Source: an optimization exercise on an open RTL-to-GDS flow (aim: small area and a short achievable clock period). Production flows keep margins and buffers that such runs may drop. Function was checked by simulation only, so behaviour that the tests miss may differ from the original. Power and IR drop assume default switching activity.

==> flow/design.v <==
package pfs_pkg;
    localparam int WORD_W = 256;
    localparam int ADDR_W = 22;
    localparam int SA     = 5;
    localparam int SB     = 4;
    localparam logic [1:0] F_IDLE  = 2'd0;
    localparam logic [1:0] F_HEAD  = 2'd1;
    localparam logic [1:0] F_HWAIT = 2'd2;
    localparam logic [1:0] F_BODY  = 2'd3;
endpackage
module pattern_fetch_send (
    input  logic                         pixel_clk,
    input  logic                         pixel_rst_n,
    input  logic                         start,
    input  logic [2:0]                   pixel_sync,    
    input  logic                         mem_ready,
    output logic [pfs_pkg::ADDR_W:0]     mem_req,       
    input  logic [pfs_pkg::WORD_W:0]     mem_rsp,       
    output logic [2:0]                   gen_sync,      
    output logic [23:0]                  gen_rgb        
);
    localparam int W  = pfs_pkg::WORD_W;
    localparam int SA = pfs_pkg::SA;
    localparam int SB = pfs_pkg::SB;
    logic rsp_valid;
    logic de;
    assign rsp_valid = mem_rsp[W];
    assign de        = pixel_sync[2];
    logic [1:0]                 fst;
    logic                       req_q;
    logic [pfs_pkg::ADDR_W-1:0] addr_q;
    logic                       hcalc;       
    logic [23:0]                tb_hi;       
    logic [7:0]                 tail;        
    logic                       tail_nz;     
    logic [7:0]                 h_fill;
    logic [31:0]                pcnt;        
    logic [23:0]                wcnt;        
    logic                       asel;        
    logic [2:0]                 used_a;      
    logic [2:0]                 used_b;
    logic                       wr_ok;       
    logic                       wsel;        
    logic [3:0]                 tq;          
    logic [1:0]                 tq_w;
    logic [1:0]                 tq_r;
    logic acc, acc_body, lp_cur, ls_cur, cand, can, raise, wr;
    logic pop, pop_a, pop_b;     
    logic pop_a_q, pop_b_q;      
    logic empty_set;
    assign acc      = req_q && mem_ready;
    assign acc_body = acc && fst == pfs_pkg::F_BODY;
    assign lp_cur   = wcnt[23:1] == 23'd0 && wcnt[0] == !tail_nz;
    assign ls_cur   = lp_cur && pcnt == 32'd1;
    assign cand     = fst == pfs_pkg::F_BODY && !req_q;
    assign can      = asel ? (used_b != 3'(SB) || pop_b_q) : (used_a != 3'(SA) || pop_a_q);
    assign raise    = cand && can;
    assign mem_req  = {req_q, addr_q};
    assign empty_set = (tb_hi == 24'd0 && tail == 8'd0) || pcnt == 32'd0;
    assign wr       = rsp_valid && wr_ok;
    always_ff @(posedge pixel_clk or negedge pixel_rst_n) begin
        if (!pixel_rst_n) begin
            fst    <= pfs_pkg::F_IDLE;
            req_q  <= 1'b0;
            hcalc  <= 1'b0;
            wr_ok  <= 1'b1;
        end else begin
            hcalc <= 1'b0;
            wr_ok <= !(fst == pfs_pkg::F_HEAD || (fst == pfs_pkg::F_HWAIT && !rsp_valid));
            case (fst)
                pfs_pkg::F_IDLE: begin
                    if (hcalc && !empty_set) begin
                        fst <= pfs_pkg::F_BODY;
                    end else if (start) begin
                        fst   <= pfs_pkg::F_HEAD;
                        req_q <= 1'b1;
                    end
                end
                pfs_pkg::F_HEAD: begin
                    if (mem_ready) begin
                        req_q <= 1'b0;
                        fst   <= pfs_pkg::F_HWAIT;
                    end
                end
                pfs_pkg::F_HWAIT: begin
                    if (rsp_valid) begin
                        hcalc <= 1'b1;
                        fst   <= pfs_pkg::F_IDLE;
                    end
                end
                default: begin
                    req_q <= (req_q && !mem_ready) || raise;
                    if (acc && ls_cur) begin
                        fst   <= pfs_pkg::F_IDLE;
                        req_q <= 1'b0;
                    end
                end
            endcase
        end
    end
    always_ff @(posedge pixel_clk) begin
        if (acc) begin
            addr_q <= addr_q + 1'b1;
        end
        if (acc_body) begin
            tq_w <= tq_w + 2'd1;
        end
        if (wr) begin
            tq_r <= tq_r + 2'd1;
            wsel <= !wsel;
        end
        if (raise) begin
            asel <= !asel;
        end
        if (fst == pfs_pkg::F_BODY || pop_a_q || pop_b_q) begin
            used_a <= used_a + 3'(raise && !asel) - 3'(pop_a_q);
            used_b <= used_b + 3'(raise && asel) - 3'(pop_b_q);
        end
        if (fst == pfs_pkg::F_IDLE && !(hcalc && !empty_set) && start) begin
            addr_q <= '0;
            asel   <= 1'b0;
            used_a <= '0;
            used_b <= '0;
            wsel   <= 1'b0;
            tq_w   <= '0;
            tq_r   <= '0;
        end
    end
    always_ff @(posedge pixel_clk) begin
        if (fst == pfs_pkg::F_HWAIT && rsp_valid) begin
            tb_hi  <= mem_rsp[255:232];
            tail   <= mem_rsp[231:224];
            pcnt   <= mem_rsp[223:192];
            h_fill <= mem_rsp[191:184];
        end
        if (hcalc) begin
            wcnt    <= tb_hi;
            tail    <= tail - 8'd1;
            tail_nz <= tail != 8'd0;
        end
        if (acc_body) begin
            tq[tq_w] <= lp_cur;
            if (lp_cur) begin
                wcnt <= tb_hi;
                pcnt <= pcnt - 32'd1;
            end else begin
                wcnt <= wcnt - 24'd1;
            end
        end
    end
    logic [W-1:0]  a [SA];
    logic [W-1:0]  b [SB];
    logic [SA-1:0] lp_a, v_a, ld_a, gap_a;
    logic [SB-1:0] lp_b, v_b, ld_b, gap_b;
    logic          rsel;     
    logic          pa;       
    logic          tag;
    assign tag = tq[tq_r];
    always_comb begin
        gap_a[0] = !v_a[0] || pop_a_q;
        for (int i = 1; i < SA; i++) begin
            gap_a[i] = gap_a[i-1] || !v_a[i];
        end
        for (int i = 0; i < SA - 1; i++) begin
            ld_a[i] = v_a[i+1] && gap_a[i];
        end
        ld_a[SA-1] = wr && !wsel;
        gap_b[0] = !v_b[0] || pop_b_q;
        for (int i = 1; i < SB; i++) begin
            gap_b[i] = gap_b[i-1] || !v_b[i];
        end
        for (int i = 0; i < SB - 1; i++) begin
            ld_b[i] = v_b[i+1] && gap_b[i];
        end
        ld_b[SB-1] = wr && wsel;
    end
    always_ff @(posedge pixel_clk) begin
        for (int i = 0; i < SA - 1; i++) begin
            if (ld_a[i]) begin
                a[i]    <= a[i+1];
                lp_a[i] <= lp_a[i+1];
            end
        end
        if (ld_a[SA-1]) begin
            a[SA-1]    <= mem_rsp[W-1:0];
            lp_a[SA-1] <= tag;
        end
        for (int i = 0; i < SB - 1; i++) begin
            if (ld_b[i]) begin
                b[i]    <= b[i+1];
                lp_b[i] <= lp_b[i+1];
            end
        end
        if (ld_b[SB-1]) begin
            b[SB-1]    <= mem_rsp[W-1:0];
            lp_b[SB-1] <= tag;
        end
    end
    always_ff @(posedge pixel_clk or negedge pixel_rst_n) begin
        if (!pixel_rst_n) begin
            v_a     <= '0;
            v_b     <= '0;
            pop_a_q <= 1'b0;
            pop_b_q <= 1'b0;
        end else begin
            pop_a_q <= pop_a;
            pop_b_q <= pop_b;
            v_a[0] <= ld_a[0] || (v_a[0] && !pop_a_q);
            for (int i = 1; i < SA; i++) begin
                v_a[i] <= ld_a[i] || (v_a[i] && !ld_a[i-1]);
            end
            v_b[0] <= ld_b[0] || (v_b[0] && !pop_b_q);
            for (int i = 1; i < SB; i++) begin
                v_b[i] <= ld_b[i] || (v_b[i] && !ld_b[i-1]);
            end
        end
    end
    logic [7:0] bit_idx;
    logic [7:0] fill;        
    logic       head_v;
    logic       head_lp;
    logic       cur_bit;
    logic       last_bit;
    assign head_v   = rsel ? v_b[0] : v_a[0];
    assign head_lp  = rsel ? lp_b[0] : lp_a[0];
    assign cur_bit  = rsel ? b[0][~bit_idx] : a[0][~bit_idx];
    assign last_bit = bit_idx == 8'hff || (head_lp && bit_idx == tail);
    assign pa       = head_v && fill == 8'd0 && last_bit;
    assign pop      = de && pa;
    assign pop_a    = pop && !rsel;
    assign pop_b    = pop && rsel;
    always_ff @(posedge pixel_clk) begin
        if (hcalc) begin
            bit_idx <= '0;
            fill    <= h_fill;
            rsel    <= 1'b0;
        end else if (de && head_v) begin
            if (fill == 8'd0) begin
                fill    <= h_fill;
                bit_idx <= last_bit ? 8'd0 : bit_idx + 8'd1;
                if (last_bit) begin
                    rsel <= !rsel;
                end
            end else begin
                fill <= fill - 8'd1;
            end
        end
    end
    logic show;
    logic white_r, white_g, white_b;
    assign show = de && head_v && cur_bit;
    always_ff @(posedge pixel_clk) begin
        gen_sync <= pixel_sync;
        white_r  <= !show || !pixel_rst_n;
        white_g  <= !show;
        white_b  <= !show && pixel_rst_n;
    end
    assign gen_rgb = {{8{white_r}}, {8{white_g}}, {8{white_b}}};
endmodule
Settings: LEC_CHECK=0, CAP_MARGIN=20, CORE_MARGIN=2, CORE_UTILIZATION=40, CTS_BUF_LIST=sky130_fd_sc_hd__clkbuf_8, CTS_CLUSTER_DIAMETER=60, CTS_CLUSTER_SIZE=20, SLEW_MARGIN=20; clock period 12.0 ns.
standard.sh (not shown) runs the stock make flow with config.mk's settings and CLKGATE_MAP_FILE= SYNTH_SCRIPT=/design/flow/synth_recipe.tcl, a recipe that flattens the netlist after the stock synthesis.
==> flow/flow/run.sh <==
#!/bin/bash
# Standard layout, with timing repair aimed below the clock period,
# single-drive port buffers and a clock tree without dummy loads.
set -euo pipefail
CTS="-sink_clustering_enable -repair_clock_nets -sink_clustering_size 20 -sink_clustering_max_diameter 60 -buf_list {sky130_fd_sc_hd__clkbuf_8} -dont_use_dummy_load"
bash standard.sh SETUP_SLACK_MARGIN=8.5 "BUFFER_PORTS_ARGS=-buffer_cell sky130_fd_sc_hd__buf_2" "CTS_ARGS=$CTS" finish > flow_make.log 2>&1
Edit:
==> flow/flow/run.sh (replaced) <==
#!/bin/bash
# Standard layout, with timing repair aimed below the clock period,
# single-drive port buffers and a clock tree without dummy loads.
set -euo pipefail
CTS="-sink_clustering_enable -repair_clock_nets -sink_clustering_size 14 -sink_clustering_max_diameter 45 -buf_list {sky130_fd_sc_hd__clkbuf_4 sky130_fd_sc_hd__clkbuf_8} -dont_use_dummy_load"
bash standard.sh SETUP_SLACK_MARGIN=8.5 "BUFFER_PORTS_ARGS=-buffer_cell sky130_fd_sc_hd__buf_2" "CTS_ARGS=$CTS" finish > flow_make.log 2>&1
--- a/flow/config.mk
+++ b/flow/config.mk
@@ -10,5 +10,5 @@
 export CORE_UTILIZATION = 40
-export CTS_BUF_LIST = sky130_fd_sc_hd__clkbuf_8
-export CTS_CLUSTER_DIAMETER = 60
-export CTS_CLUSTER_SIZE = 20
+export CTS_BUF_LIST = sky130_fd_sc_hd__clkbuf_4 sky130_fd_sc_hd__clkbuf_8
+export CTS_CLUSTER_DIAMETER = 45
+export CTS_CLUSTER_SIZE = 14
 export SLEW_MARGIN = 20
Result: Global-route usage climbs by 0.23 points. Clock-buffer cell count climbs by 126. Utilization climbs by 0.84 points. Die area does not change. Design area climbs by about 2%. Synthesized cell count stays the same. Routed wire length climbs by 1.4%. Final cell count climbs by 1.9%. Fmax drops by 2.1%. Sequential power is about the same.

## what the ideal ports hide
How much do the figures lean on ideal ports? The routed layouts below were timed once more, with nothing changed but the port constraints. Step 1 sets driving cells, clkbuf_16 on the clock port and buf_2 on the other inputs (assumed; they add their load-dependent delay and slew). Step 2 times the ports against the registers' clock, not the clock port: input delays grow and output delays shrink by t, the midpoint of the rising clock arrivals with the driver on. Three values: ideal, step 1, step 2; two values: the first two.
run	shift t [ns]	setup slack, ns	hold slack, ns	latest minus earliest clock arrival (ns)	pins driven straight from the clock port
the first run	0.942	8.062 / 7.986 / 7.653	0.325 / 0.325 / 0.325	0.168 / 0.168	1
the second run	1.053	7.977 / 7.899 / 7.548	0.338 / 0.338 / 0.338	0.138 / 0.138	1
After both steps every run listed still meets setup and hold. The setup slack of the second run, which loses most, moves by -0.078 ns with the drivers and by -0.429 ns with both steps.
